Context: an optimization exercise on an open-source flow, tuned for small area, a short achievable clock period and few clock cycles per item. The choices shown serve that exercise and are no tape-out recipe.
In this exercise RTL edits were held to simulation tests only and were not proved equivalent to the original.
No activity file was given, so power comes from the tool's default toggle rates.

==> flow/design.v, too long to show whole: its modules and the start of the top module <==
// module mac_adder_tree: 26 lines
// module mac_pipe: 2178 lines
module mac_pipe (
  input  logic               clk,
  input  logic               rst,
  input  logic               in_valid,
  output logic               in_ready,
  input  logic               in_first,
  input  logic               in_last,
  input  logic [71:0]        kernel_in,
  input  logic [71:0]        map_in,
  input  logic signed [31:0] bias,
  input  logic [4:0]         shift,
  output logic               out_valid,
  input  logic               out_ready,
  output logic signed [7:0]  mac_out
);
  // ...
==> flow/flow/run.sh <==
#!/bin/bash
# Layout flow: the standard flow with two changes.
#  1. After the standard synthesis, flow/polarity.py re-chooses which full
#     adders work on complemented signals, so fewer inverters sit between
#     adders (registers and all other cells are left as synthesis made them).
#  2. Ports are buffered with sky130_fd_sc_hd__buf_1 instead of the default
#     pick; timing repair still resizes them as needed.
# Each tool's output goes to a log file of its own in this folder.
set -euo pipefail
R=orfs/results/${FLOW_PLATFORM:-sky130hd}/mac_pipe/base
bash standard.sh "$(pwd)/$R/1_2_yosys.v" > synth.log 2>&1
cp "$R/1_2_yosys.v" 1_2_yosys.standard.v
python3 flow/polarity.py 1_2_yosys.standard.v "$R/1_2_yosys.v" > polarity.log 2>&1
BUFFER_PORTS_ARGS="-buffer_cell sky130_fd_sc_hd__buf_1" bash standard.sh finish > layout.log 2>&1
==> flow/flow/polarity.py <==
#!/usr/bin/env python3
"""Re-choose the polarity of full adders in a mapped sky130 netlist.

A full adder is self-dual: complementing its three inputs complements both
outputs. Yosys's extract_fa picks each adder's polarity on its own, which
leaves inverters between adders. This script treats each fa_1 cell as free to
work on complemented signals, removes the inverters between cells, picks the
polarities by local search to need as few inverters as possible, and writes
the netlist back with one inverter per signal that some load needs inverted.

Usage: polarity.py IN.v OUT.v
"""
import random
import re
import sys

OUT_PINS = {"X", "Y", "Q", "Q_N", "SUM", "COUT", "HI", "LO"}
INV_RE = re.compile(r"^sky130_fd_sc_hd__(inv|clkinv)_\d+$")
FA_RE = re.compile(r"^sky130_fd_sc_hd__fa_\d+$")

src = open(sys.argv[1]).read()

# Split into the module header/body and the cell instances.
inst_re = re.compile(
    r"^(\s*)(sky130_fd_sc_hd__\w+)\s+(\S+)\s*\((.*?)\);\s*$", re.S | re.M)
pin_re = re.compile(r"\.(\w+)\(\s*(.*?)\s*\)(?=\s*,|\s*$)", re.S)

cells = []  # dict(type, name, pins: {pin: net}, span)
for m in inst_re.finditer(src):
    pins = {}
    for p, n in pin_re.findall(m.group(4)):
        pins[p] = n.strip()
    cells.append({"type": m.group(2), "name": m.group(3), "pins": pins,
                  "span": m.span()})

fixed = set()
hdr = re.search(r"module\s+\w+\s*\((.*?)\);", src, re.S)
ports = [p.strip() for p in hdr.group(1).split(",")]
for decl in re.finditer(r"^\s*(input|output|inout)\s+(\[[^\]]*\]\s*)?(\S+)\s*;", src, re.M):
    fixed.add(decl.group(3))
for a in re.finditer(r"^\s*assign\s+(.*?)\s*=\s*(.*?)\s*;", src, re.M):
    for side in (a.group(1), a.group(2)):
        for tok in re.findall(r"\\\S+|[A-Za-z_][\w$]*(?:\s*\[\d+\])?", side):
            fixed.add(tok.replace(" ", ""))

def base(net):
    return re.sub(r"\s*\[\d+\]$", "", net)

def is_fixed(net):
    return net in fixed or base(net) in fixed

driver = {}
loads = {}
for ci, c in enumerate(cells):
    for p, n in c["pins"].items():
        if p in OUT_PINS:
            driver[n] = (ci, p)
        else:
            loads.setdefault(n, []).append((ci, p))

# Removable inverters: output not fixed.
removable = set()
for ci, c in enumerate(cells):
    if INV_RE.match(c["type"]) and not is_fixed(c["pins"]["Y"]):
        removable.add(ci)

def root_of(net):
    k = 0
    while net in driver and driver[net][0] in removable:
        net = cells[driver[net][0]]["pins"]["A"]
        k ^= 1
    return net, k

# Group consumers by root.
roots = {}
for ci, c in enumerate(cells):
    if ci in removable:
        continue
    for p, n in c["pins"].items():
        if p in OUT_PINS:
            continue
        r, k = root_of(n)
        roots.setdefault(r, []).append((ci, p, k))

AREA = {"inv_1": 3.7536, "nand2_1": 3.7536, "and2_1": 6.256, "nor2_1": 3.7536,
        "or2_1": 6.256, "nand3_1": 5.0048, "and3_1": 6.256, "nor3_1": 5.0048,
        "or3_1": 6.256, "xor2_1": 8.7584, "xnor2_1": 8.7584,
        "a21oi_1": 5.0048, "a21o_1": 7.5072, "o21ai_0": 5.0048, "o21a_1": 7.5072,
        "nand2b_1": 6.256, "and2b_1": 7.5072, "nor2b_1": 6.256, "or2b_1": 7.5072}
COMP = {}
for a, b in [("nand2_1", "and2_1"), ("nor2_1", "or2_1"), ("nand3_1", "and3_1"),
             ("nor3_1", "or3_1"), ("xor2_1", "xnor2_1"), ("a21oi_1", "a21o_1"),
             ("o21ai_0", "o21a_1"), ("nand2b_1", "and2b_1"), ("nor2b_1", "or2b_1")]:
    COMP[a] = b
    COMP[b] = a
INV_COST = AREA["inv_1"]

def short(t):
    return t.replace("sky130_fd_sc_hd__", "")

def outpin(c):
    return [p for p in c["pins"] if p in OUT_PINS][0]

fa_idx = [ci for ci, c in enumerate(cells) if FA_RE.match(c["type"])]
flippable = set()
for ci in fa_idx:
    outs = [cells[ci]["pins"].get("SUM"), cells[ci]["pins"].get("COUT")]
    if not any(o is None or is_fixed(o) for o in outs):
        flippable.add(ci)
gate_flip_cost = {}
for ci, c in enumerate(cells):
    t = short(c["type"])
    if t in COMP and ci not in removable:
        outs = [p for p in c["pins"] if p in OUT_PINS]
        if len(outs) == 1 and not is_fixed(c["pins"][outs[0]]):
            gate_flip_cost[ci] = AREA[COMP[t]] - AREA[t]

# Roots whose consumers are all removable-inverter-free fixed nets are handled
# the same way. Nets driven by removable inverters but read only by fixed nets
# cannot occur (fixed nets keep their driver).
flip = {ci: 0 for ci in flippable}
for ci in gate_flip_cost:
    flip[ci] = 0

def drv_pol(r):
    d = driver.get(r)
    if d is None:
        return 0
    return flip.get(d[0], 0)

def cost_root(r):
    dp = drv_pol(r)
    for ci, p, k in roots[r]:
        if dp ^ k ^ (flip.get(ci, 0) if ci in flippable else 0):
            return INV_COST
    return 0

def var_cost(ci):
    return gate_flip_cost.get(ci, 0) if flip[ci] else 0

# roots each FA touches
touch = {ci: set() for ci in flip}
for r, cons in roots.items():
    d = driver.get(r)
    if d is not None and d[0] in flip:
        touch[d[0]].add(r)
    for ci, p, k in cons:
        if ci in flippable:
            touch[ci].add(r)
# FA outputs that nobody reads still are roots of nothing; fine.

def total():
    return sum(cost_root(r) for r in roots) + sum(var_cost(ci) for ci in flip)

orig_inv = len(removable)
best = None
best_cost = None
rng = random.Random(1)
order = sorted(flip)
import math

def local_delta(ci):
    before = sum(cost_root(r) for r in touch[ci]) + var_cost(ci)
    flip[ci] ^= 1
    after = sum(cost_root(r) for r in touch[ci]) + var_cost(ci)
    flip[ci] ^= 1
    return after - before

for trial in range(6):
    for ci in order:
        flip[ci] = 0
    cur = total()
    moves = 400 * len(order)
    t0, t1 = 6.0, 0.05
    for step in range(moves):
        temp = t0 * (t1 / t0) ** (step / moves)
        ci = order[rng.randrange(len(order))]
        d = local_delta(ci)
        if d <= 0 or rng.random() < math.exp(-d / temp):
            flip[ci] ^= 1
            cur += d
    # greedy finish
    improved = True
    while improved:
        improved = False
        for ci in order:
            d = local_delta(ci)
            if d < -1e-9:
                flip[ci] ^= 1
                cur += d
                improved = True
    c = total()
    print(f"  trial {trial}: cost {c:.1f}", file=sys.stderr)
    if best_cost is None or c < best_cost:
        best_cost = c
        best = dict(flip)
flip = best
n_inv = sum(1 for r in roots if cost_root(r))
n_gate = sum(1 for ci in gate_flip_cost if flip[ci])
print(f"polarity: {len(flippable)} adders, {orig_inv} inverters removed, "
      f"{n_inv} inverters added, {n_gate} gates swapped for their complement, "
      f"cost {best_cost:.1f} um2 vs {orig_inv * INV_COST:.1f}", file=sys.stderr)

# Rewrite.
newpins = {}  # ci -> {pin: net}
new_cells = []
new_wires = []
for i, (r, cons) in enumerate(sorted(roots.items())):
    dp = drv_pol(r)
    inv_net = None
    for ci, p, k in cons:
        need_inv = dp ^ k ^ (flip.get(ci, 0) if ci in flippable else 0)
        if need_inv:
            if inv_net is None:
                inv_net = f"polinv_n{i}"
                new_wires.append(inv_net)
                new_cells.append(f"  sky130_fd_sc_hd__inv_1 polinv_{i} (\n    .A({r} ),\n    .Y({inv_net})\n  );\n")
            net = inv_net
        else:
            net = r
        newpins.setdefault(ci, {})[p] = net

out = []
pos = 0
for ci, c in enumerate(cells):
    s, e = c["span"]
    out.append(src[pos:s])
    pos = e
    if ci in removable:
        continue
    pins = dict(c["pins"])
    pins.update(newpins.get(ci, {}))
    typ = c["type"]
    if ci in gate_flip_cost and flip[ci]:
        t2 = COMP[short(typ)]
        typ = "sky130_fd_sc_hd__" + t2
        op = outpin(c)
        newop = "X" if op == "Y" else "Y"
        pins = {(newop if p == op else p): n for p, n in pins.items()}
    body = ",\n".join(f"    .{p}({n} )" for p, n in pins.items())
    out.append(f"  {typ} {c['name']} (\n{body}\n  );")
out.append(src[pos:])
text = "".join(out)
# declare new wires and add new cells before endmodule
decl = "".join(f"  wire {w};\n" for w in new_wires)
text = re.sub(r"(module\s+\w+\s*\(.*?\);\n)", lambda m: m.group(1) + decl, text, count=1, flags=re.S)
idx = text.rfind("endmodule")
text = text[:idx] + "".join(new_cells) + text[idx:]
open(sys.argv[2], "w").write(text)
==> flow/standard.sh <==
#!/bin/bash
# synth_recipe.tcl (not shown) runs the flow's synth.tcl, then flattens the netlist and writes it again
# the make line also repeats each setting of config.mk as NAME=value (left out here)
make -C /OpenROAD-flow-scripts/flow DESIGN_CONFIG=/design/flow/config.mk WORK_HOME=/design/flow/orfs CLKGATE_MAP_FILE= SYNTH_SCRIPT=/design/flow/synth_recipe.tcl "${@:-finish}"
==> flow/config.mk <==
export PLATFORM = sky130hd
export DESIGN_NAME = mac_pipe
export DESIGN_NICKNAME = mac_pipe
export VERILOG_FILES = /design/flow/design.v
export SDC_FILE = /design/flow/constraint.sdc
export NUM_CORES = 4
export LEC_CHECK = 0
export ABC_AREA = 1
export CAP_MARGIN = 20
export CORE_MARGIN = 2
export CORE_UTILIZATION = 60
export SETUP_SLACK_MARGIN = 4.15
export SLEW_MARGIN = 20
==> flow/constraint.sdc <==
create_clock -name core_clock -period 7.5 [get_ports {clk}]
set_input_delay 1.5000 -clock core_clock [delete_from_list [all_inputs] [get_ports {clk}]]
set_output_delay 1.5000 -clock core_clock [all_outputs]
set_load 0.01 [all_outputs]
==> out/metrics.yaml, run 1 <==
cells_and_area:
  seq_cells: 362
  seq_area_um2: 7950
  largestRegisters: "t1: 186 flops, q_mem: 40 flops"
  final_common_cell: "nand2_1"
  multi_input_area_share_pct: 60.3
  largest_register_ffs: 186
  nClkBuffers: 48
  dominant-cell-class: "multi-input combinational cells"
  buf_share_pct: 3.28
  drive_gt1_share_pct: 11.3
timing:
  max_freq_mhz: 286
  worst_slack_ns: 4.01
  finalSetupViolCount: 0
  drv_slew: 0
  skew_ns: 0.0160
  worst_slew_pin_slew_ns: 0.939
floorplan:
  core_um2: 45100
  start_util_pct: 60.4
cts:
  cts-root-buf: "clkbuf_16"
  clock_path_buffers: 3
  cts.clk_slew.worst_paths_ns: 0.07
placed_design:
  port_buffers: 196
  place_ws_ns: 3.34
  place_inst: 3602
power_and_ir_drop:
  combPwrFrac_pct: 69.9
  p_comb_w: 0.0127
  p_clk_w: 0.00196
  internal_power_w: 0.00958
routing:
  vias: 21400
  dr.max_layer_used: "met4"
  dr.first_iter.drc_count: 1693
  wirelength_met1_um: 31300
  met2_length_um: 41500
setup_path:
  r2r_cells: 8
  path_class: "flop to flop"
  slowest_delay_ns: 0.59
outcome:
  status: "finished clean"
global_routing:
  met3_usage_pct: 4.07
  use_met2_pct: 62.1
  grt_pass1_wl_um: 126000
min_path:
  min-delay-start: "c1_first$_DFF_P_"
logic_synthesis:
  synth_area_um2: 27200
Testbench counts, summed over its fixed seeds: cycles 7,044, items 7,012.
==> run 2, diff against run 1 <==
--- a/flow/config.mk
+++ b/flow/config.mk
@@ -10,4 +10,6 @@
 export CORE_MARGIN = 2
 export CORE_UTILIZATION = 60
-export SETUP_SLACK_MARGIN = 4.15
+export CTS_CLUSTER_DIAMETER = 80
+export CTS_CLUSTER_SIZE = 30
+export SETUP_SLACK_MARGIN = 4.0
 export SLEW_MARGIN = 20
==> out/metrics.yaml, run 2 <==
outcome:
  status: "finished clean"  # unchanged
cells_and_area:
  antennaDiodeCount: 0  # was 1
  area_growth_pct: 8.04  # was 12.3%
  mostFrequentLayoutCells: "459 x nand2_1, 357 x fa_1, 270 x inv_1"  # was 440 x nand2_1, 339 x fa_1, 246 x dfxtp_1
  fillCellCount: 3737  # was 3571
  largestRegisters: "t1: 186 flops, q_mem: 40 flops"  # unchanged
  finalNonFillerCells: 3650  # was 3691
  finalNetCount: 3648  # was 3676
  final_common_cell: "nand2_1"  # unchanged
  largest_register_ffs: 186  # unchanged
  drive_gt1_share_pct: 6.10  # was 11.3%
  largest_register: "t1"  # unchanged
routing:
  firstDrtPassIters: 6  # was 5
  post_drt_wl_per_cell_um: 22.3  # was 22.4 µm
  routed_via_density: 5.84  # was 5.80
  dr.first_iter.drc_count: 2027  # was 1693
  antenna_left: 0  # unchanged
  finalWirelength_um: 81400  # was 82700 µm
  drc_errors: 0  # unchanged
  vias: 21300  # was 21400
setup_path:
  r2r_slack_ns: 4.03  # was 4.01 ns
  critPathSlowestCell: "fa_1"  # unchanged
  crit_path_start: "t1[106]$_DFF_P_"  # was t1[105]$_DFF_P_
  cp.arrival_ns: 3.97  # about the same
  crit_path_frequent_cell: "fa_1"  # unchanged
  start_kind: "flop"  # unchanged
  slowest_delay_ns: 0.59  # about the same
  crit_fanout: 1  # unchanged
  endpoint_kind: "flop"  # unchanged
  crit_chain: "fa_2 > fa_1 > fa_1 > fa_1 > fa_1 > fa_1 > inv_1 > nor2_1"  # was fa_2 > fa_1 > fa_1 > fa_1 > fa_2 > fa_1 > inv_1 > nor2_1
  path_class: "flop to flop"  # unchanged
  rr_endpoint: "w_b[10]$_DFF_P_"  # unchanged
  critPathCapture: "w_b[10]$_DFF_P_"  # unchanged
  rr_startpoint: "t1[106]$_DFF_P_"  # was t1[105]$_DFF_P_
  critical_path_required_ns: 8.00  # was 7.97 ns
  r2r_cells: 8  # unchanged
timing:
  period_share_pct: 46.3  # was 46.6%
  worst_slew_pin_slew_ns: 0.756  # was 0.939 ns
  rsz0062_at_grt: "true"  # unchanged
  slew_headroom_pct: 49.6  # was 37.4%
  drv_slew: 0  # unchanged
  fin_crit_ns: 3.47  # was 3.49 ns
  skew_ns: 0.0382  # was 0.0160 ns
  finalSetupViolCount: 0  # unchanged
  setup_tns_ns: 0  # unchanged
  max_freq_mhz: 288  # was 286 MHz
  hold_viol: 0  # unchanged
min_path:
  hold_class: "flop to flop"  # unchanged
power_and_ir_drop:
  vdd_drop_max_mv: 0.693  # was 1.07 mV
  p_leak_nw: 12.5  # was 12.9 nW
  p_per_area_nw_per_um2: 568  # was 592 nW/µm²
flow_run:
  drv_cap: 0  # unchanged
floorplan:
  row_count: 78  # unchanged
  start_util_pct: 60.4  # unchanged
  die-height_um: 217  # unchanged
  dieWidth_um: 217  # unchanged
  die-area_um2: 47100  # unchanged
  top_level_ports: 197  # unchanged
  core_um2: 45100  # unchanged
cts:
  cts-root-buf: "clkbuf_16"  # unchanged
  htree_num_levels: 1  # was 2
  cts_buffers: 21  # was 38
  cts.clk_slew.worst_paths_ns: 0.11  # was 0.07 ns
  clock_latency_ns: 0.57  # was 0.55 ns
  clock_path_buffers: 3  # unchanged
  numClockSinks: 362  # unchanged
  cts_tree: "built"  # unchanged
placed_design:
  dp_hpwl_um: 67400  # was 67900 µm
  gp_congestion: 1.05  # was 1.03
  place_inst: 3603  # was 3602
  port_buffers: 196  # unchanged
logic_synthesis:
  ys_warn_count: 2  # unchanged
  synth_area_um2: 27200  # unchanged
  postSynthAreaPerCell_um2: 9.43  # unchanged
  synthesis.nets: 3501  # unchanged
  syn_inst: 2888  # unchanged
global_routing:
  grt_max_degree: 54  # unchanged
  antenna_found_initial: 1  # unchanged
  overflow: 0  # unchanged
  grt_pass1_vias: 21500  # was 21900
  grt_usage_pct: 35.1  # was 35.6%
  grt_pass1_wl_um: 125000  # was 126000 µm
-- run 2: how the worst min path moves through the flow --
stage	from	endpoint	slack, ns	depth (start not counted)
after floorplan	w_shift[0]$_DFF_P_	a_shift[0]$_DFF_P_	0.31	0
after global placement	w_shift[1]$_DFF_P_	a_shift[1]$_DFF_P_	0.31	0
after detailed placement	w_shift[1]$_DFF_P_	a_shift[1]$_DFF_P_	0.31	0
after CTS	w_shift[4]$_DFF_P_	a_shift[4]$_DFF_P_	0.34	0
after global routing	c1_first$_DFF_P_	w_first$_DFF_P_	0.34	0
final	c1_first$_DFF_P_	w_first$_DFF_P_	0.33	0
-- run 2: area by class of cell --
class / count / area (µm²) / area share (%)
Clock buffer: 24 / 537 / 1.82
Sequential cell: 362 / 7940 / 27.0
Clock inverter: 14 / 228 / 0.774
Tap cell: 600 / 751 / 2.55
Inverter: 287 / 1090 / 3.71
Timing Repair Buffer: 210 / 916 / 3.11
Timing Repair inverter: 2 / 15.0 / 0.0510
Multi-Input combinational cell: 2151 / 18000 / 61.0
-- run 2: through the flow --
stage                     util, %  instance area (µm²)  hold WS [ns]  setup WS [ns]  power [W]
after floorplan                 -                27400         0.310           4.00     0.0115
after global placement       63.1                28400         0.310           3.13     0.0148
after detailed placement     63.1                28400         0.312           3.10     0.0152
after CTS                    65.0                29300         0.336           4.00     0.0168
after global routing         65.3                29400         0.338           3.98     0.0185
final                        65.3                29400         0.332           4.03     0.0167
-- run 2: metal layers --
metal  track usage, %  vias to the layer above  share of wire, %
met2             62.3                      955                50
met3             3.61                      192               6.3
met1             43.7                    10500                38
met5                0                        -             0.015
met4             15.5                        2               5.4
li1                 -                     9698                 -
-- run 2: worst max-delay path: cells and delay by family (launching register included) --
family | cells | cell delay (ns)
AND/OR/NAND/NOR | 1 | 0.08
flip-flops | 1 | 0.36
buffers and inverters | 1 | 0.04
adder cells (fa/ha/maj) | 6 | 2.93
-- run 2: repair_timing --
item	4_1_cts	5_1_grt
setup endpoints to repair	79	129
buffers inserted	1	5
hold buffers	0	0
gates cloned	2	0
gates resized for setup	43	36
pin swaps	12	5
-- run 2: power by group --
part	switching (W)	internal (W)	total (W)
Sequential	0.000661	0.00278	0.00344
Combinational	0.00665	0.00530	0.0119
Clock	0.000761	0.000578	0.00134
==> run 3, diff against run 2 <==
--- a/flow/config.mk
+++ b/flow/config.mk
@@ -10,6 +10,4 @@
 export CORE_MARGIN = 2
 export CORE_UTILIZATION = 60
-export CTS_CLUSTER_DIAMETER = 80
-export CTS_CLUSTER_SIZE = 30
 export SETUP_SLACK_MARGIN = 4.0
 export SLEW_MARGIN = 20
==> out/metrics.yaml, run 3 <==
outcome:
  status: "finished clean"  # unchanged
global_routing:
  overflow: 0  # unchanged
  met3_usage_pct: 4.89  # was 3.61%
  use_met2_pct: 62.9  # was 62.3%
  met1_usage_pct: 43.5  # was 43.7%
  grt-busiest-layer: "met2"  # unchanged
  grt_usage_pct: 35.9  # was 35.1%
  grt_pass1_vias: 21900  # was 21500
  grt_pass1_wl_um: 127000  # was 125000 µm
  grt_max_degree: 54  # unchanged
  antenna_found_initial: 0  # was 1
cts:
  htree_num_levels: 2  # was 1
  clock_path_buffers: 3  # unchanged
  cts-root-buf: "clkbuf_16"  # unchanged
  cts_tree: "built"  # unchanged
  numClockSinks: 362  # unchanged
  cts.clk_slew.worst_paths_ns: 0.06  # was 0.11 ns
  clock_latency_ns: 0.56  # was 0.57 ns
  cts_buffers: 39  # was 21
routing:
  finalWirelength_um: 82800  # was 81400 µm
  firstDrtPassIters: 6  # unchanged
  post_drt_wl_per_cell_um: 22.5  # was 22.3 µm
  antenna_left: 0  # unchanged
  drc_errors: 0  # unchanged
  dr.first_iter.drc_count: 2063  # was 2027
  routed_via_density: 5.84  # about the same
  vias: 21600  # was 21300
cells_and_area:
  final_common_cell: "nand2_1"  # unchanged
  antennaDiodeCount: 0  # unchanged
  finalNonFillerCells: 3688  # was 3650
  finalNetCount: 3670  # was 3648
  postLayoutCellArea_um2: 30200  # was 29400 µm²
  largest_register_ffs: 186  # unchanged
  largestRegisters: "t1: 186 flops, q_mem: 40 flops"  # unchanged
  mostFrequentLayoutCells: "459 x nand2_1, 351 x fa_1, 268 x inv_1"  # was 459 x nand2_1, 357 x fa_1, 270 x inv_1
  largest_register: "t1"  # unchanged
  fillCellCount: 3633  # was 3737
  area_growth_pct: 10.7  # was 8.04%
  drive_gt1_share_pct: 7.45  # was 6.10%
setup_path:
  slowest_delay_ns: 0.56  # was 0.59 ns
  endpoint_kind: "flop"  # unchanged
  crit_fanout: 1  # unchanged
  cp.arrival_ns: 3.90  # was 3.97 ns
  rr_startpoint: "t1[88]$_DFF_P_"  # was t1[106]$_DFF_P_
  r2r_slack_ns: 4.03  # about the same
  critPathSlowestCell: "fa_1"  # unchanged
  crit_chain: "fa_1 > fa_1 > fa_1 > fa_1 > fa_2 > fa_1 > inv_1 > nor2_1"  # was fa_2 > fa_1 > fa_1 > fa_1 > fa_1 > fa_1 > inv_1 > nor2_1
  path_class: "flop to flop"  # unchanged
  critical_path_required_ns: 7.92  # was 8.00 ns
  r2r_cells: 8  # unchanged
  start_kind: "flop"  # unchanged
  crit_path_frequent_cell: "fa_1"  # unchanged
  rr_endpoint: "w_b[10]$_DFF_P_"  # unchanged
floorplan:
  dieWidth_um: 217  # unchanged
  core_um2: 45100  # unchanged
  die-height_um: 217  # unchanged
  die-area_um2: 47100  # unchanged
  start_util_pct: 60.4  # unchanged
  top_level_ports: 197  # unchanged
  row_count: 78  # unchanged
logic_synthesis:
  syn_inst: 2888  # unchanged
  postSynthAreaPerCell_um2: 9.43  # unchanged
  ys_warn_count: 2  # unchanged
  synth_area_um2: 27200  # unchanged
  synthesis.nets: 3501  # unchanged
min_path:
  hold_class: "flop to flop"  # unchanged
  hold_path_end: "w_shift[1]$_DFF_P_"  # was w_first$_DFF_P_
  min-delay-start: "c1_shift[1]$_DFF_P_"  # was c1_first$_DFF_P_
  hold_depth: 0  # unchanged
placed_design:
  place_inst: 3603  # unchanged
  dpl-instance-area_um2: 28400  # unchanged
  dp_hpwl_um: 67400  # unchanged
  port_buffers: 196  # unchanged
  gp_congestion: 1.05  # unchanged
timing:
  fin_crit_ns: 3.47  # about the same
  worst_slew_pin_slew_ns: 0.752  # was 0.756 ns
  max_freq_mhz: 288  # about the same
  finalSetupViolCount: 0  # unchanged
  drv_slew: 0  # unchanged
  hold_viol: 0  # unchanged
  setup_tns_ns: 0  # unchanged
  rsz0062_at_grt: "true"  # unchanged
  skew_ns: 0.0214  # was 0.0382 ns
  slew_headroom_pct: 49.8  # was 49.6%
  whs_ns: 0.324  # was 0.332 ns
  period_share_pct: 46.3  # about the same
power_and_ir_drop:
  power_w: 0.0176  # was 0.0167 W
  vdd_drop_max_mv: 0.747  # was 0.693 mV
  p_per_area_nw_per_um2: 584  # was 568 nW/µm²
  p_leak_nw: 12.9  # was 12.5 nW
flow_run:
  drv_cap: 0  # unchanged
[run 3: through the flow]
| stage | utilization, % | setup WS (ns) |
|---|---|---|
| 2_1_floorplan | - | 4.00 |
| 3_3_place_gp | 63.1 | 3.13 |
| 3_5_place_dp | 63.1 | 3.10 |
| 4_1_cts | 66.5 | 4.00 |
| 5_1_grt | 66.9 | 3.98 |
| 6_report | 66.9 | 4.03 |
[run 3: worst max-delay path: cells and delay by family (launching register included)]
kind / cells / cell delay [ns]
flops: 1 / 0.37
buf+inv: 1 / 0.07
fa+ha+maj: 6 / 2.88
simple gates: 1 / 0.04
[run 3: layout make-up]
cell class                      count  area (µm²)  share of cell area (%)
Sequential cell                   362        7930                    26.3
Tap cell                          600         751                    2.49
Inverter                          287        1100                    3.65
Clock inverter                     22         360                    1.19
Multi-Input combinational cell   2151       18000                    59.6
Timing Repair Buffer              214         923                    3.06
Clock buffer                       50        1100                    3.65
Timing Repair inverter              2        15.0                  0.0498
[run 3: worst max-delay path by stage]
stage          slack, ns         endpoint             from  cells after the start
3_3_place_gp        3.13    t1[6]$_DFF_P_       map_in[41]                      7
5_1_grt             3.98  w_b[10]$_DFF_P_  t1[101]$_DFF_P_                      8
4_1_cts             4.00   t1[59]$_DFF_P_       map_in[17]                      8
6_report            4.03  w_b[10]$_DFF_P_   t1[88]$_DFF_P_                      8
2_1_floorplan       4.00   t1[60]$_DFF_P_       map_in[41]                      7
3_5_place_dp        3.10    t1[6]$_DFF_P_       map_in[41]                      7
[run 3: routing by layer]
layer	part of all wire (%)	up-vias
li1	-	9753
met1	38	10600
met2	50	979
met3	6.3	225
met4	5.9	0
met5	0	-
[run 3: repair_timing]
| action | CTS | global route |
|---|---|---|
| buffers inserted | 1 | 10 |
| cloned | 2 | 0 |
| resized for setup | 39 | 47 |
| hold buffers | 0 | 0 |
| pin swaps | 8 | 13 |
| setup endpoints to repair | 86 | 133 |
[run 3: report_power, final]
part | switching [W] | total, W | internal [W] | leakage, nW
clock | 0.000801 | 0.00216 | 0.00135 | 0.715
sequential | 0.000670 | 0.00345 | 0.00278 | 3.25
combinational | 0.00667 | 0.0120 | 0.00532 | 8.93
total | 0.00814 | 0.0176 | 0.00946 | 12.9
==> run 4, diff against run 3 <==
==> flow/flow/polarity.py (replaced) <==
#!/usr/bin/env python3
"""Re-choose the polarity of full adders and simple gates in a mapped sky130 netlist.

A full adder is self-dual: complementing its three inputs complements both
outputs. Yosys's extract_fa picks each adder's polarity on its own, which
leaves inverters between adders. This script removes the inverters between
cells and lets each full adder work on complemented signals, each simple gate
(and/or/nand/nor, a21/o21, a22/o22, xor/xnor) be swapped for the library cell
that complements its output and/or reads complemented inputs (De Morgan), and
picks these choices by simulated annealing to need as little inverter and gate
area as possible. It then writes the netlist back with one inverter per signal
that some load needs inverted. Registers and all other cells are unchanged.

Usage: polarity.py IN.v OUT.v
"""
import random
import re
import sys

OUT_PINS = {"X", "Y", "Q", "Q_N", "SUM", "COUT", "HI", "LO"}
INV_RE = re.compile(r"^sky130_fd_sc_hd__(inv|clkinv)_\d+$")
FA_RE = re.compile(r"^sky130_fd_sc_hd__fa_\d+$")

src = open(sys.argv[1]).read()

# Split into the module header/body and the cell instances.
inst_re = re.compile(
    r"^(\s*)(sky130_fd_sc_hd__\w+)\s+(\S+)\s*\((.*?)\);\s*$", re.S | re.M)
pin_re = re.compile(r"\.(\w+)\(\s*(.*?)\s*\)(?=\s*,|\s*$)", re.S)

cells = []  # dict(type, name, pins: {pin: net}, span)
for m in inst_re.finditer(src):
    pins = {}
    for p, n in pin_re.findall(m.group(4)):
        pins[p] = n.strip()
    cells.append({"type": m.group(2), "name": m.group(3), "pins": pins,
                  "span": m.span()})

fixed = set()
hdr = re.search(r"module\s+\w+\s*\((.*?)\);", src, re.S)
ports = [p.strip() for p in hdr.group(1).split(",")]
for decl in re.finditer(r"^\s*(input|output|inout)\s+(\[[^\]]*\]\s*)?(\S+)\s*;", src, re.M):
    fixed.add(decl.group(3))
for a in re.finditer(r"^\s*assign\s+(.*?)\s*=\s*(.*?)\s*;", src, re.M):
    for side in (a.group(1), a.group(2)):
        for tok in re.findall(r"\\\S+|[A-Za-z_][\w$]*(?:\s*\[\d+\])?", side):
            fixed.add(tok.replace(" ", ""))

def base(net):
    return re.sub(r"\s*\[\d+\]$", "", net)

def is_fixed(net):
    return net in fixed or base(net) in fixed

driver = {}
loads = {}
for ci, c in enumerate(cells):
    for p, n in c["pins"].items():
        if p in OUT_PINS:
            driver[n] = (ci, p)
        else:
            loads.setdefault(n, []).append((ci, p))

# Removable inverters: output not fixed.
removable = set()
for ci, c in enumerate(cells):
    if INV_RE.match(c["type"]) and not is_fixed(c["pins"]["Y"]):
        removable.add(ci)

def root_of(net):
    k = 0
    while net in driver and driver[net][0] in removable:
        net = cells[driver[net][0]]["pins"]["A"]
        k ^= 1
    return net, k

# Group consumers by root.
roots = {}
for ci, c in enumerate(cells):
    if ci in removable:
        continue
    for p, n in c["pins"].items():
        if p in OUT_PINS:
            continue
        r, k = root_of(n)
        roots.setdefault(r, []).append((ci, p, k))

AREA = {"and2_1": 6.256, "nand2_1": 3.7536, "or2_1": 6.256, "nor2_1": 3.7536,
        "and3_1": 6.256, "nand3_1": 5.0048, "or3_1": 6.256, "nor3_1": 5.0048,
        "a21o_1": 7.5072, "a21oi_1": 5.0048, "o21a_1": 7.5072, "o21ai_0": 5.0048,
        "a22o_1": 8.7584, "a22oi_1": 7.5072, "o22a_1": 8.7584, "o22ai_1": 6.256,
        "xor2_1": 8.7584, "xnor2_1": 8.7584,
        "nand2b_1": 6.256, "and2b_1": 7.5072, "nor2b_1": 6.256, "or2b_1": 7.5072}
# group -> {(out_inverted, in_inverted): type}, relative to the group's base
GROUPS = [
    {(0, 0): "and2_1", (1, 0): "nand2_1", (0, 1): "nor2_1", (1, 1): "or2_1"},
    {(0, 0): "and3_1", (1, 0): "nand3_1", (0, 1): "nor3_1", (1, 1): "or3_1"},
    {(0, 0): "a21o_1", (1, 0): "a21oi_1", (0, 1): "o21ai_0", (1, 1): "o21a_1"},
    {(0, 0): "a22o_1", (1, 0): "a22oi_1", (0, 1): "o22ai_1", (1, 1): "o22a_1"},
    {(0, 0): "xor2_1", (1, 0): "xnor2_1", (0, 1): "xor2_1", (1, 1): "xnor2_1"},
    {(0, 0): "nand2b_1", (1, 0): "and2b_1"},
    {(0, 0): "nor2b_1", (1, 0): "or2b_1"},
]
CODE = {}
for gi, g in enumerate(GROUPS):
    for code, t in g.items():
        if t not in CODE:
            CODE[t] = (gi, code)
INV_COST = 3.7536
OUTNAME = {"and2_1": "X", "nand2_1": "Y", "or2_1": "X", "nor2_1": "Y",
           "and3_1": "X", "nand3_1": "Y", "or3_1": "X", "nor3_1": "Y",
           "a21o_1": "X", "a21oi_1": "Y", "o21a_1": "X", "o21ai_0": "Y",
           "a22o_1": "X", "a22oi_1": "Y", "o22a_1": "X", "o22ai_1": "Y",
           "xor2_1": "X", "xnor2_1": "Y", "nand2b_1": "Y", "and2b_1": "X",
           "nor2b_1": "Y", "or2b_1": "X"}

def short(t):
    return t.replace("sky130_fd_sc_hd__", "")

def outpin(c):
    return [p for p in c["pins"] if p in OUT_PINS][0]

# states[ci] = list of (fo, fi, type, area_delta)
states = {}
for ci, c in enumerate(cells):
    if ci in removable:
        continue
    t = short(c["type"])
    outs = [p for p in c["pins"] if p in OUT_PINS]
    out_fixed = any(is_fixed(c["pins"][o]) for o in outs)
    if FA_RE.match(c["type"]):
        if not out_fixed:
            states[ci] = [(0, 0, t, 0.0), (1, 1, t, 0.0)]
        continue
    if t in CODE and len(outs) == 1:
        gi, (o0, i0) = CODE[t]
        st = []
        for (oc, ic), t2 in GROUPS[gi].items():
            fo, fi = oc ^ o0, ic ^ i0
            if fo and out_fixed:
                continue
            st.append((fo, fi, t2, AREA[t2] - AREA[t]))
        if len(st) > 1:
            states[ci] = st

cur = {ci: next(k for k, x in enumerate(st) if x[0] == 0 and x[1] == 0)
       for ci, st in states.items()}

def fo_of(ci):
    return states[ci][cur[ci]][0] if ci in states else 0

def fi_of(ci):
    return states[ci][cur[ci]][1] if ci in states else 0

def drv_pol(r):
    d = driver.get(r)
    return 0 if d is None else fo_of(d[0])

def cost_root(r):
    dp = drv_pol(r)
    for ci, p, k in roots[r]:
        if dp ^ k ^ fi_of(ci):
            return INV_COST
    return 0

def var_cost(ci):
    return states[ci][cur[ci]][3]

touch = {ci: set() for ci in states}
for r, cons in roots.items():
    d = driver.get(r)
    if d is not None and d[0] in states:
        touch[d[0]].add(r)
    for ci, p, k in cons:
        if ci in states:
            touch[ci].add(r)

def total():
    return sum(cost_root(r) for r in roots) + sum(var_cost(ci) for ci in states)

orig_inv = len(removable)
best = None
best_cost = None
rng = random.Random(1)
order = sorted(states)
import math

def try_delta(ci, k):
    before = sum(cost_root(r) for r in touch[ci]) + var_cost(ci)
    old = cur[ci]
    cur[ci] = k
    after = sum(cost_root(r) for r in touch[ci]) + var_cost(ci)
    cur[ci] = old
    return after - before

def anneal(moves, t0, t1, allowed):
    for step in range(moves):
        temp = t0 * (t1 / t0) ** (step / moves)
        ci = order[rng.randrange(len(order))]
        ks = allowed[ci]
        if len(ks) < 2:
            continue
        k = ks[rng.randrange(len(ks))]
        if k == cur[ci]:
            continue
        d = try_delta(ci, k)
        if d <= 0 or rng.random() < math.exp(-d / temp):
            cur[ci] = k

# phase 1: output flips only (inputs as synthesis left them); phase 2: all
only_fo = {ci: [k for k, x in enumerate(states[ci]) if x[1] == 0 or FA_RE.match(cells[ci]["type"])] for ci in order}
every = {ci: list(range(len(states[ci]))) for ci in order}
for trial in range(int(sys.argv[3]) if len(sys.argv) > 3 else 4):
    for ci in order:
        cur[ci] = next(k for k, x in enumerate(states[ci]) if x[0] == 0 and x[1] == 0)
    anneal(300 * len(order), 6.0, 0.05, only_fo)
    anneal(300 * len(order), 1.5, 0.05, every)
    improved = True
    while improved:
        improved = False
        for ci in order:
            for k in range(len(states[ci])):
                if k != cur[ci] and try_delta(ci, k) < -1e-9:
                    cur[ci] = k
                    improved = True
    c = total()
    print(f"  trial {trial}: cost {c:.1f}", file=sys.stderr)
    if best_cost is None or c < best_cost:
        best_cost = c
        best = dict(cur)
cur = best
n_inv = sum(1 for r in roots if cost_root(r))
n_gate = sum(1 for ci in states if not FA_RE.match(cells[ci]["type"]) and (fo_of(ci) or fi_of(ci)))
n_fa = sum(1 for ci in states if FA_RE.match(cells[ci]["type"]) and fo_of(ci))
print(f"polarity: {n_fa} adders flipped, {orig_inv} inverters removed, "
      f"{n_inv} inverters added, {n_gate} gates changed, "
      f"cost {best_cost:.1f} um2 vs {orig_inv * INV_COST:.1f}", file=sys.stderr)

# Rewrite.
newpins = {}  # ci -> {pin: net}
new_cells = []
new_wires = []
for i, (r, cons) in enumerate(sorted(roots.items())):
    dp = drv_pol(r)
    inv_net = None
    for ci, p, k in cons:
        need_inv = dp ^ k ^ fi_of(ci)
        if need_inv:
            if inv_net is None:
                inv_net = f"polinv_n{i}"
                new_wires.append(inv_net)
                new_cells.append(f"  sky130_fd_sc_hd__inv_1 polinv_{i} (\n    .A({r} ),\n    .Y({inv_net})\n  );\n")
            net = inv_net
        else:
            net = r
        newpins.setdefault(ci, {})[p] = net

out = []
pos = 0
for ci, c in enumerate(cells):
    s, e = c["span"]
    out.append(src[pos:s])
    pos = e
    if ci in removable:
        continue
    pins = dict(c["pins"])
    pins.update(newpins.get(ci, {}))
    typ = c["type"]
    if ci in states and not FA_RE.match(typ):
        t2 = states[ci][cur[ci]][2]
        if t2 != short(typ):
            op = outpin(c)
            pins = {(OUTNAME[t2] if p == op else p): n for p, n in pins.items()}
            typ = "sky130_fd_sc_hd__" + t2
    body = ",\n".join(f"    .{p}({n} )" for p, n in pins.items())
    out.append(f"  {typ} {c['name']} (\n{body}\n  );")
out.append(src[pos:])
text = "".join(out)
# declare new wires and add new cells before endmodule
decl = "".join(f"  wire {w};\n" for w in new_wires)
text = re.sub(r"(module\s+\w+\s*\(.*?\);\n)", lambda m: m.group(1) + decl, text, count=1, flags=re.S)
idx = text.rfind("endmodule")
text = text[:idx] + "".join(new_cells) + text[idx:]
open(sys.argv[2], "w").write(text)
--- a/flow/config.mk
+++ b/flow/config.mk
@@ -10,4 +10,6 @@
 export CORE_MARGIN = 2
 export CORE_UTILIZATION = 60
+export CTS_CLUSTER_DIAMETER = 80
+export CTS_CLUSTER_SIZE = 30
 export SETUP_SLACK_MARGIN = 4.0
 export SLEW_MARGIN = 20
==> out/metrics.yaml, run 4 <==
routing:
  drc_errors: 0  # unchanged
  vias: 20900  # was 21600
  finalWirelength_um: 80700  # was 82800 µm
  routed_via_density: 5.84  # about the same
  post_drt_wl_per_cell_um: 22.5  # about the same
  dr.first_iter.drc_count: 1920  # was 2063
  antenna_left: 0  # unchanged
  firstDrtPassIters: 6  # unchanged
cts:
  cts.clk_slew.worst_paths_ns: 0.11  # was 0.06 ns
  hold_buffers: 0  # unchanged
  clock_path_buffers: 3  # unchanged
  clock_latency_ns: 0.57  # was 0.56 ns
  cts_tree: "built"  # unchanged
  numClockSinks: 362  # unchanged
  cts-root-buf: "clkbuf_16"  # unchanged
  cts_buffers: 20  # was 39
  htree_num_levels: 1  # was 2
timing:
  worst_slew_pin_slew_ns: 0.916  # was 0.752 ns
  period_share_pct: 46.7  # was 46.3%
  max_freq_mhz: 285  # was 288 MHz
  slew_headroom_pct: 38.9  # was 49.8%
  fin_crit_ns: 3.51  # was 3.47 ns
  finalSetupViolCount: 0  # unchanged
  skew_ns: 0.0295  # was 0.0214 ns
  whs_ns: 0.327  # was 0.324 ns
  drv_slew: 0  # unchanged
  setup_tns_ns: 0  # unchanged
  hold_viol: 0  # unchanged
  rsz0062_at_grt: "true"  # unchanged
  worst_slack_ns: 3.99  # was 4.03 ns
placed_design:
  place_ws_ns: 3.25  # was 3.10 ns
  port_buffers: 196  # unchanged
  dpl-instance-area_um2: 28300  # was 28400 µm²
  dp_hpwl_um: 66800  # was 67400 µm
  gp_congestion: 0.974  # was 1.05
power_and_ir_drop:
  p_per_area_nw_per_um2: 563  # was 584 nW/µm²
  switching_share_pct: 46.6  # was 46.3%
  internal_power_w: 0.00882  # was 0.00946 W
  combPwrFrac_pct: 71.0  # was 68.1%
  p_clk_share_pct: 8.0  # was 12.2%
  vdd_drop_max_mv: 1.41  # was 0.747 mV
  seqPwrFrac_pct: 21.0  # was 19.6%
  power_w: 0.0165  # was 0.0176 W
  p_sw_w: 0.00768  # was 0.00814 W
  p_leak_nw: 12.2  # was 12.9 nW
setup_path:
  crit_path_frequent_cell: "fa_1"  # unchanged
  crit_fanout: 1  # unchanged
  cp.depth: 7  # was 8
  cp_num_buf_inv: 0  # was 1
  r2r_slack_ns: 3.99  # was 4.03 ns
  critPathSlowestCell: "fa_1"  # unchanged
  cp.arrival_ns: 4.01  # was 3.90 ns
  path_class: "flop to flop"  # unchanged
  endpoint_kind: "flop"  # unchanged
  critical_path_required_ns: 8.00  # was 7.92 ns
  start_kind: "flop"  # unchanged
  r2r_cells: 7  # was 8
  path_delay_family: "adder cells"  # unchanged
  crit_chain: "fa_1 > fa_1 > fa_2 > fa_1 > fa_1 > fa_2 > and2_1"  # was fa_1 > fa_1 > fa_1 > fa_1 > fa_2 > fa_1 > inv_1 > nor2_1
  slowest_delay_ns: 0.56  # about the same
floorplan:
  die-height_um: 217  # about the same
  dieWidth_um: 217  # about the same
  die-area_um2: 46900  # was 47100 µm²
  top_level_ports: 197  # unchanged
  core_um2: 44400  # was 45100 µm²
  row_count: 77  # was 78
  start_util_pct: 61.1  # was 60.4%
cells_and_area:
  mostFrequentLayoutCells: "456 x nand2_1, 353 x fa_1, 257 x dfxtp_1"  # was 459 x nand2_1, 351 x fa_1, 268 x inv_1
  largest_register: "t1"  # unchanged
  drive_gt1_share_pct: 6.48  # was 7.45%
  antennaDiodeCount: 0  # unchanged
  largestRegisters: "t1: 186 flops, q_mem: 40 flops"  # unchanged
  fillCellCount: 3655  # was 3633
  largest_register_ffs: 186  # unchanged
  area_growth_pct: 7.99  # was 10.7%
  finalNetCount: 3592  # was 3670
  postLayoutCellArea_um2: 29300  # was 30200 µm²
  final_common_cell: "nand2_1"  # unchanged
outcome:
  status: "finished clean"  # unchanged
global_routing:
  grt_pass1_wl_um: 123000  # was 127000 µm
  grt_pass1_vias: 21100  # was 21900
  antenna_found_initial: 0  # unchanged
  grt_max_degree: 54  # unchanged
  overflow: 0  # unchanged
  grt_usage_pct: 34.9  # was 35.9%
logic_synthesis:
  syn_inst: 2830  # was 2888
  synth_area_um2: 27100  # was 27200 µm²
  postSynthAreaPerCell_um2: 9.59  # was 9.43 µm²
  ys_warn_count: 2  # unchanged
  synthesis.nets: 3443  # was 3501
min_path:
  hold_class: "flop to flop"  # unchanged
  hold_depth: 0  # unchanged
flow_run:
  drv_cap: 0  # unchanged
## run 4: cell type report
class                           count  area (µm²)  share of cell area [%]
Sequential cell                   362        7930                    27.1
Timing Repair inverter              2        15.0                  0.0512
Tap cell                          592         741                    2.53
Clock inverter                     11         183                   0.624
Multi-Input combinational cell   2151       18100                    61.7
Timing Repair Buffer              213         913                    3.12
Clock buffer                       24         558                    1.90
Inverter                          229         875                    2.99
## run 4: per-layer routing
metal	GRT usage, %	up-vias	part of all wire (%)
met5	0	-	0
met4	16.3	0	5.7
met3	3.28	181	5.8
met2	59.8	892	49
met1	45.0	10300	39
li1	-	9587	-
## run 4: final timing paths
check | startpoint | endpoint
min in group asynchronous | rst | n_out[0]$_DFF_PP0_
worst min-delay path | c1_shift[0]$_DFF_P_ | w_shift[0]$_DFF_P_
max in group asynchronous | rst | acc[25]$_DFF_PP0_
worst min register to register | c1_shift[0]$_DFF_P_ | w_shift[0]$_DFF_P_
worst max-delay path | t1[105]$_DFF_P_ | w_b[10]$_DFF_P_
worst max register to register | t1[105]$_DFF_P_ | w_b[10]$_DFF_P_
## run 4: worst register-to-register path, stage by stage (launching register included)
cell and delay, ns:
dfxtp_2 0.36, fa_1 0.51, fa_1 0.52, fa_2 0.41
fa_1 0.57, fa_1 0.43, fa_2 0.53, and2_1 0.12
## run 4: stage by stage
| step | std cells | util (%) |
|---|---|---|
| 6_report | 3584 | 66.0 |
| 3_5_place_dp | 3537 | 63.7 |
| 2_1_floorplan | 2830 | - |
| 4_1_cts | 3574 | 65.6 |
| 5_1_grt | 3584 | 66.0 |
| 3_3_place_gp | 3537 | 63.7 |
## run 4: power groups by stage
stage,sequential [W],combinational (W),clock [W]
floorplan,0.00312,0.00756,0
global placement,0.00349,0.0106,0
detailed placement,0.00350,0.0110,0
CTS,0.00346,0.0112,0.00135
global route,0.00351,0.0132,0.00141
finish,0.00347,0.0117,0.00132
## run 4: what timing repair did
action,CTS,global route
setup endpoints to repair,60,109
gates cloned,2,0
pin swaps,5,9
setup buffers,0,10
gates resized for setup,35,48
hold endpoints to repair,0,0
==> run 5, diff against run 4 <==
==> flow/flow/run.sh (replaced) <==
#!/bin/bash
# Layout flow: the standard flow with two changes.
#  1. After the standard synthesis, flow/polarity.py re-chooses which full
#     adders work on complemented signals and swaps simple gates for their
#     De Morgan / complemented-output twins, so fewer inverters remain
#     (registers are left as synthesis made them). Yosys then proves the new
#     netlist equivalent to the standard one (registers paired by name); if
#     that proof fails, the standard netlist is laid out instead.
#  2. Ports are buffered with sky130_fd_sc_hd__buf_2 instead of the default
#     pick; timing repair still resizes them as needed.
# Each tool's output goes to a log file of its own in this folder.
set -euo pipefail
R=orfs/results/${FLOW_PLATFORM:-sky130hd}/mac_pipe/base
LIB=$(ls "$FLOW_HOME"/platforms/${FLOW_PLATFORM:-sky130hd}/lib/sky130_fd_sc_hd__tt_025C_1v80.lib)
bash standard.sh "$(pwd)/$R/1_2_yosys.v" > synth.log 2>&1
cp "$R/1_2_yosys.v" 1_2_yosys.standard.v
python3 flow/polarity.py 1_2_yosys.standard.v 1_2_yosys.polarity.v > polarity.log 2>&1
python3 flow/hide_names.py 1_2_yosys.polarity.v polarity_hidden.v > hide.log 2>&1
sed "s#@LIB@#$LIB#" flow/equiv.ys > equiv.ys
YOSYS=$(command -v yosys || echo "$FLOW_HOME/../tools/install/yosys/bin/yosys")
if "$YOSYS" -q -l equiv.log equiv.ys > equiv.out 2>&1; then
  cp 1_2_yosys.polarity.v "$R/1_2_yosys.v"
  echo "polarity netlist proven equivalent; using it" >> polarity.log
else
  echo "equivalence not proven; keeping the standard netlist" >> polarity.log
fi
BUFFER_PORTS_ARGS="-buffer_cell sky130_fd_sc_hd__buf_2" bash standard.sh finish > layout.log 2>&1
==> flow/flow/equiv.ys (new file) <==
read_liberty -ignore_miss_func -overwrite @LIB@
read_verilog 1_2_yosys.standard.v
rename mac_pipe gold
read_verilog polarity_hidden.v
rename mac_pipe gate
hierarchy -check
flatten
proc; async2sync; opt_clean
equiv_make gold gate eq
equiv_simple
equiv_induct
equiv_status -assert
==> flow/flow/hide_names.py (new file) <==
#!/usr/bin/env python3
"""Copy a mapped netlist with every cell and net renamed except registers,
their outputs and the ports, so that an equivalence check pairs only those.

Usage: hide_names.py IN.v OUT.v
"""
import re
import sys

src = open(sys.argv[1]).read()
inst_re = re.compile(r"^(\s*)(sky130_fd_sc_hd__\w+)\s+(\S+)\s*\((.*?)\);\s*$", re.S | re.M)
FF = re.compile(r"__(df|edf|sdf)")
keep = set()
for m in inst_re.finditer(src):
    if FF.search(m.group(2)):
        keep.add(re.search(r"\.Q\(\s*(.*?)\s*\)", m.group(4)).group(1))
hdr = re.search(r"module\s+\w+\s*\((.*?)\);", src, re.S)
ports = set(p.strip() for p in hdr.group(1).split(","))

def base(n):
    return re.sub(r"\s*\[\d+\]$", "", n).lstrip("\\")

def ren(m):
    p, n = m.group(1), m.group(2).strip()
    if n in keep or base(n) in ports or n.startswith("1'"):
        return m.group(0)
    return f".{p}(\\zz_{n.lstrip(chr(92)).replace(' ', '')} )"

out = []
pos = 0
for m in inst_re.finditer(src):
    out.append(src[pos:m.start(3)])
    nm = m.group(3)
    if not FF.search(m.group(2)):
        nm = "\\zz_" + nm.lstrip("\\") + " "
    out.append(nm + " (")
    out.append(re.sub(r"\.(\w+)\(\s*(.*?)\s*\)", ren, m.group(4)))
    pos = m.end(4)
out.append(src[pos:])
t = "".join(out)
t = re.sub(r"^\s*wire\s+.*?;\s*$\n", "", t, flags=re.M)
open(sys.argv[2], "w").write(t)
==> out/metrics.yaml, run 5 <==
logic_synthesis:
  syn_inst: 2830  # unchanged
  postSynthAreaPerCell_um2: 9.59  # unchanged
  ys_warn_count: 2  # unchanged
  synthesis.nets: 3443  # unchanged
  synth_area_um2: 27100  # unchanged
timing:
  rsz0062_at_grt: "true"  # unchanged
  fin_crit_ns: 3.54  # was 3.51 ns
  period_share_pct: 47.2  # was 46.7%
  hold_viol: 0  # unchanged
  whs_ns: 0.331  # was 0.327 ns
  drv_slew: 0  # unchanged
  finalSetupViolCount: 0  # unchanged
  worst_slew_pin_slew_ns: 0.934  # was 0.916 ns
  skew_ns: 0.0233  # was 0.0295 ns
  slew_headroom_pct: 37.8  # was 38.9%
  setup_tns_ns: 0  # unchanged
  max_freq_mhz: 282  # was 285 MHz
global_routing:
  grt_usage_pct: 35.1  # was 34.9%
  antenna_found_initial: 1  # was 0
  grt_pass1_wl_um: 124000  # was 123000 µm
  grt_pass1_vias: 21300  # was 21100
  overflow: 0  # unchanged
  grt_max_degree: 54  # unchanged
routing:
  routed_via_density: 5.87  # was 5.84
  dr.first_iter.drc_count: 1913  # was 1920
  finalWirelength_um: 80800  # was 80700 µm
  vias: 21000  # was 20900
  antenna_left: 0  # unchanged
  firstDrtPassIters: 10  # was 6
  drc_errors: 0  # unchanged
  post_drt_wl_per_cell_um: 22.6  # was 22.5 µm
outcome:
  status: "finished clean"  # unchanged
cells_and_area:
  finalNetCount: 3586  # was 3592
  area_growth_pct: 8.24  # was 7.99%
  seq_area_um2: 7940  # was 7930 µm²
  largest_register_ffs: 186  # unchanged
  finalNonFillerCells: 3577  # was 3584
  postLayoutCellArea_um2: 29400  # was 29300 µm²
  multiInputGateArea_um2: 18100  # about the same
  mostFrequentLayoutCells: "456 x nand2_1, 353 x fa_1, 250 x dfxtp_1"  # was 456 x nand2_1, 353 x fa_1, 257 x dfxtp_1
  largest_register: "t1"  # unchanged
  drive_gt1_share_pct: 11.9  # was 6.48%
  final_common_cell: "nand2_1"  # unchanged
  largestRegisters: "t1: 186 flops, q_mem: 40 flops"  # unchanged
  fillCellCount: 3611  # was 3655
cts:
  cts_buffers: 19  # was 20
  cts.clk_slew.worst_paths_ns: 0.11  # about the same
  cts-root-buf: "clkbuf_16"  # unchanged
  numClockSinks: 362  # unchanged
  hold_buffers: 0  # unchanged
  clock_latency_ns: 0.55  # was 0.57 ns
  cts_tree: "built"  # unchanged
  clock_path_buffers: 3  # unchanged
  htree_num_levels: 1  # unchanged
floorplan:
  die-height_um: 217  # unchanged
  row_count: 77  # unchanged
  top_level_ports: 197  # unchanged
  core_um2: 44400  # unchanged
  start_util_pct: 61.1  # unchanged
  dieWidth_um: 217  # unchanged
  die-area_um2: 46900  # unchanged
setup_path:
  crit_chain: "fa_2 > fa_2 > fa_1 > fa_1 > fa_1 > fa_1 > and2_1"  # was fa_1 > fa_1 > fa_2 > fa_1 > fa_1 > fa_2 > and2_1
  path_delay_family: "adder cells"  # unchanged
  cp_num_buf_inv: 0  # unchanged
  start_kind: "flop"  # unchanged
  crit_fanout: 1  # unchanged
  cp.arrival_ns: 4.00  # was 4.01 ns
  critPathSlowestCell: "fa_1"  # unchanged
  endpoint_kind: "flop"  # unchanged
  crit_path_frequent_cell: "fa_1"  # unchanged
  slowest_delay_ns: 0.58  # was 0.56 ns
  path_class: "flop to flop"  # unchanged
  critical_path_required_ns: 7.96  # was 8.00 ns
placed_design:
  place_inst: 3535  # was 3537
  dpl-instance-area_um2: 28500  # was 28300 µm²
  port_buffers: 196  # unchanged
  dp_hpwl_um: 67100  # was 66800 µm
  gp_congestion: 0.977  # was 0.974
power_and_ir_drop:
  p_per_area_nw_per_um2: 556  # was 563 nW/µm²
  p_leak_nw: 12.6  # was 12.2 nW
  vdd_drop_max_mv: 1.09  # was 1.41 mV
  power_w: 0.0163  # was 0.0165 W
min_path:
  hold_class: "flop to flop"  # unchanged
flow_run:
  drv_cap: 0  # unchanged
[run 5: cell count changes in the layout (fill, tap and decap cells not counted), sizes merged]
| cell | previous run | this run |
|---|---|---|
| buf | 198 | 207 |
| clkbuf | 39 | 23 |
| clkinv | 4 | 2 |
| clkinvlp | 6 | 9 |
| diode | 0 | 1 |
| inv | 232 | 230 |
[run 5: power by group]
part | leakage [nW] | total (W) | internal [W] | switching [W]
Sequential | 3.25 | 0.00345 | 0.00278 | 0.000665
Clock | 0.305 | 0.00121 | 0.000515 | 0.000696
Combinational | 9.05 | 0.0117 | 0.00535 | 0.00632
[run 5: worst paths after layout]
| kind | depth (start not counted) | from | to | slack, ns |
|---|---|---|---|---|
| worst max-delay path | 7 | t1[103]$_DFF_P_ | w_b[10]$_DFF_P_ | 3.96 |
| worst min-delay path | 0 | w_shift[3]$_DFF_P_ | a_shift[3]$_DFF_P_ | 0.33 |
| worst max register to register | 7 | t1[103]$_DFF_P_ | w_b[10]$_DFF_P_ | 3.96 |
| worst min register to register | 0 | w_shift[3]$_DFF_P_ | a_shift[3]$_DFF_P_ | 0.33 |
| max in group asynchronous | 3 | rst | acc[6]$_DFF_PP0_ | 5.83 |
| min in group asynchronous | 3 | rst | out_valid$_DFF_PP0_ | 1.14 |
[run 5: final cells by class]
class                   instances  share of cell area [%]
repair inverters                3                  0.0682
well taps                     592                    2.52
inverters                     229                    3.00
clock inverters                 9                   0.494
flip-flops and latches        362                    27.0
clock buffers                  23                    1.67
multi-input cells            2151                    61.5
diodes                          1                 0.00852
repair buffers                207                    3.67
[run 5: timing repair]
action | CTS | global route
resized for setup | 29 | 32
endpoints found under the hold margin | 0 | 0
endpoints found under the setup margin | 26 | 36
buffers inserted | 1 | 5
cloned | 2 | 1
pin swaps | 9 | 7
[run 5: through the flow]
| stage | worst slack [ns] | util, % |
|---|---|---|
| 3_5_place_dp | 3.55 | 64.2 |
| 4_1_cts | 4.00 | 65.8 |
| 6_report | 3.96 | 66.1 |
| 3_3_place_gp | 3.58 | 64.2 |
| 5_1_grt | 3.91 | 66.1 |
| 2_1_floorplan | 4.00 | - |
[run 5: layer usage]
layer	share of wire, %	track usage, %	vias to the layer above
li1	-	-	9570
met1	38	44.7	10300
met2	50	60.5	917
met3	6.5	3.79	188
met4	5.6	16.3	2
met5	0.011	0	-
==> run 6, diff against run 5 <==
--- a/flow/flow/run.sh
+++ b/flow/flow/run.sh
@@ -7,5 +7,5 @@
 #     netlist equivalent to the standard one (registers paired by name); if
 #     that proof fails, the standard netlist is laid out instead.
-#  2. Ports are buffered with sky130_fd_sc_hd__buf_2 instead of the default
+#  2. Ports are buffered with sky130_fd_sc_hd__buf_1 instead of the default
 #     pick; timing repair still resizes them as needed.
 # Each tool's output goes to a log file of its own in this folder.
@@ -25,3 +25,3 @@
   echo "equivalence not proven; keeping the standard netlist" >> polarity.log
 fi
-BUFFER_PORTS_ARGS="-buffer_cell sky130_fd_sc_hd__buf_2" bash standard.sh finish > layout.log 2>&1
+BUFFER_PORTS_ARGS="-buffer_cell sky130_fd_sc_hd__buf_1" bash standard.sh finish > layout.log 2>&1
--- a/flow/config.mk
+++ b/flow/config.mk
@@ -10,6 +10,6 @@
 export CORE_MARGIN = 2
 export CORE_UTILIZATION = 60
-export CTS_CLUSTER_DIAMETER = 80
-export CTS_CLUSTER_SIZE = 30
+export CTS_CLUSTER_DIAMETER = 90
+export CTS_CLUSTER_SIZE = 36
 export SETUP_SLACK_MARGIN = 4.0
 export SLEW_MARGIN = 20
==> out/metrics.yaml, run 6 <==
outcome:
  status: "finished clean"  # unchanged
placed_design:
  dpl-instance-area_um2: 28300  # was 28500 µm²
  dp_hpwl_um: 66800  # was 67100 µm
  port_buffers: 196  # unchanged
  gp_congestion: 0.974  # was 0.977
  place_ws_ns: 3.25  # was 3.55 ns
global_routing:
  grt_max_degree: 54  # unchanged
  grt_pass1_wl_um: 122000  # was 124000 µm
  grt_usage_pct: 34.6  # was 35.1%
  grt_pass1_vias: 21000  # was 21300
  antenna_found_initial: 0  # was 1
  overflow: 0  # unchanged
floorplan:
  die-area_um2: 46900  # unchanged
  row_count: 77  # unchanged
  die-height_um: 217  # unchanged
  dieWidth_um: 217  # unchanged
  core_um2: 44400  # unchanged
  top_level_ports: 197  # unchanged
  start_util_pct: 61.1  # unchanged
cells_and_area:
  largest_register_ffs: 186  # unchanged
  postLayoutCellArea_um2: 29200  # was 29400 µm²
  mostFrequentLayoutCells: "456 x nand2_1, 344 x fa_1, 254 x dfxtp_1"  # was 456 x nand2_1, 353 x fa_1, 250 x dfxtp_1
  finalNetCount: 3590  # was 3586
  fillCellCount: 3666  # was 3611
  drive_gt1_share_pct: 6.63  # was 11.9%
  area_growth_pct: 7.77  # was 8.24%
  antennaDiodeCount: 0  # was 1
  largestRegisters: "t1: 186 flops, q_mem: 40 flops"  # unchanged
  final_common_cell: "nand2_1"  # unchanged
  largest_register: "t1"  # unchanged
power_and_ir_drop:
  p_per_area_nw_per_um2: 547  # was 556 nW/µm²
  power_w: 0.0160  # was 0.0163 W
  vdd_drop_max_mv: 1.29  # was 1.09 mV
  p_leak_nw: 12.2  # was 12.6 nW
routing:
  vias: 20800  # was 21000
  firstDrtPassIters: 7  # was 10
  dr.first_iter.drc_count: 2097  # was 1913
  routed_via_density: 5.81  # was 5.87
  drc_errors: 0  # unchanged
  antenna_left: 0  # unchanged
  post_drt_wl_per_cell_um: 22.4  # was 22.6 µm
  finalWirelength_um: 80000  # was 80800 µm
setup_path:
  critPathSlowestCell: "fa_1"  # unchanged
  critical_path_required_ns: 7.94  # was 7.96 ns
  r2r_cells: 7  # unchanged
  path_class: "flop to flop"  # unchanged
  slowest_delay_ns: 0.60  # was 0.58 ns
  cp.arrival_ns: 3.97  # was 4.00 ns
  start_kind: "flop"  # unchanged
  crit_fanout: 1  # unchanged
  crit_chain: "fa_1 > fa_2 > fa_1 > fa_2 > fa_2 > fa_1 > and2_1"  # was fa_2 > fa_2 > fa_1 > fa_1 > fa_1 > fa_1 > and2_1
  endpoint_kind: "flop"  # unchanged
timing:
  drv_slew: 0  # unchanged
  whs_ns: 0.330  # was 0.331 ns
  setup_tns_ns: 0  # unchanged
  slew_headroom_pct: 38.8  # was 37.8%
  period_share_pct: 47.0  # was 47.2%
  fin_crit_ns: 3.53  # was 3.54 ns
  hold_viol: 0  # unchanged
  rsz0062_at_grt: "true"  # unchanged
  worst_slack_ns: 3.97  # was 3.96 ns
  skew_ns: 0.0396  # was 0.0233 ns
  finalSetupViolCount: 0  # unchanged
  max_freq_mhz: 283  # was 282 MHz
  worst_slew_pin_slew_ns: 0.918  # was 0.934 ns
cts:
  cts_buffers: 17  # was 19
  numClockSinks: 362  # unchanged
  htree_num_levels: 1  # unchanged
  clock_path_buffers: 3  # unchanged
  cts-root-buf: "clkbuf_16"  # unchanged
  hold_buffers: 0  # unchanged
  cts.clk_slew.worst_paths_ns: 0.12  # was 0.11 ns
  cts_tree: "built"  # unchanged
  clock_latency_ns: 0.54  # was 0.55 ns
logic_synthesis:
  postSynthAreaPerCell_um2: 9.59  # unchanged
  syn_inst: 2830  # unchanged
  synth_area_um2: 27100  # unchanged
  ys_warn_count: 2  # unchanged
  synthesis.nets: 3443  # unchanged
min_path:
  hold_depth: 0  # unchanged
  hold_class: "flop to flop"  # unchanged
flow_run:
  drv_cap: 0  # unchanged
[run 6: path summary, 6_finish.rpt]
kind / from / endpoint / slack [ns]
max: t1[114]$_DFF_P_ / w_b[10]$_DFF_P_ / 3.97
min: c1_shift[0]$_DFF_P_ / w_shift[0]$_DFF_P_ / 0.33
max reg2reg: t1[114]$_DFF_P_ / w_b[10]$_DFF_P_ / 3.97
min reg2reg: c1_shift[0]$_DFF_P_ / w_shift[0]$_DFF_P_ / 0.33
max in group asynchronous: rst / acc[28]$_DFF_PP0_ / 5.83
min in group asynchronous: rst / n_out[0]$_DFF_PP0_ / 1.13
[run 6: critical path: cells and delay by family, from the launching register on]
kind | cells | cell delay, ns
and+or+nand+nor | 1 | 0.15
DFF | 1 | 0.43
adders and majority gates | 6 | 2.87
[run 6: final cells by class]
class,count,area (µm²),share of cell area [%]
Multi-Input combinational cell,2151,18100,61.9
Sequential cell,362,7940,27.2
Timing Repair Buffer,214,921,3.15
Inverter,229,875,2.99
Tap cell,592,741,2.53
Clock buffer,19,464,1.59
Clock inverter,8,191,0.655
Timing Repair inverter,2,15.0,0.0514
[run 6: report_power, final]
part	leakage (nW)	switching [W]	internal, W
Combinational	8.63	0.00610	0.00521
Clock	0.307	0.000684	0.000525
Sequential	3.25	0.000683	0.00278
Total	12.2	0.00747	0.00852
[run 6: per-stage QoR]
| stage | instances | util (%) |
|---|---|---|
| after detailed placement | 3537 | 63.7 |
| final | 3577 | 65.8 |
| after global routing | 3577 | 65.8 |
| after floorplan | 2830 | - |
| after global placement | 3537 | 63.7 |
| after CTS | 3566 | 65.4 |
[run 6: metal layers]
layer	vias up	GRT usage, %	share of wire, %
met1	10200	45.1	40
met4	0	15.8	5.7
li1	9570	-	-
met5	-	0	0
met2	815	59.1	49
met3	170	2.98	5.6
[run 6: repair_timing]
item | 4_1_cts | 5_1_grt
pin swaps | 8 | 9
endpoints found under the setup margin | 77 | 102
gates resized for setup | 44 | 51
setup buffers | 0 | 11
cloned | 2 | 0

-- static timing again, ports no longer ideal --
The results above use ideal ports. As a check the final layouts listed here were re-extracted and re-timed, cells and wires unchanged. Step 1 sets driving cells, clkbuf_16 on the clock port and buf_2 on the other inputs (assumed; they add their load-dependent delay and slew). Step 2 adds t to the input delays and takes it off the output delays; t is the mean of the earliest and latest rising clock arrival at the registers after step 1. Input paths then give back, and output paths get back, about the clock's delay inside the block. Three values: ideal ports, drivers, drivers and shift; two values: the first two.
| run | shift t [ns] | setup WS [ns] | worst setup path after step 2 | pins driven straight from the clock port |
|---|---|---|---|---|
| run 1 | 0.600 | 4.007 / 4.007 / 3.646 | input to register | 1 |
| run 2 | 0.609 | 4.029 / 4.029 / 3.465 | input to register | 1 |
| run 3 | 0.599 | 4.026 / 4.026 / 3.486 | input to register | 1 |
| run 4 | 0.607 | 3.995 / 3.995 / 3.490 | input to register | 1 |
| run 5 | 0.597 | 3.958 / 3.958 / 3.561 | input to register | 1 |
| run 6 | 0.568 | 3.972 / 3.972 / 3.536 | input to register | 1 |
After both steps every run listed still meets setup and hold. The setup slack of run 2, which loses most, moves by 0.000 ns with the drivers and by -0.564 ns with both steps.
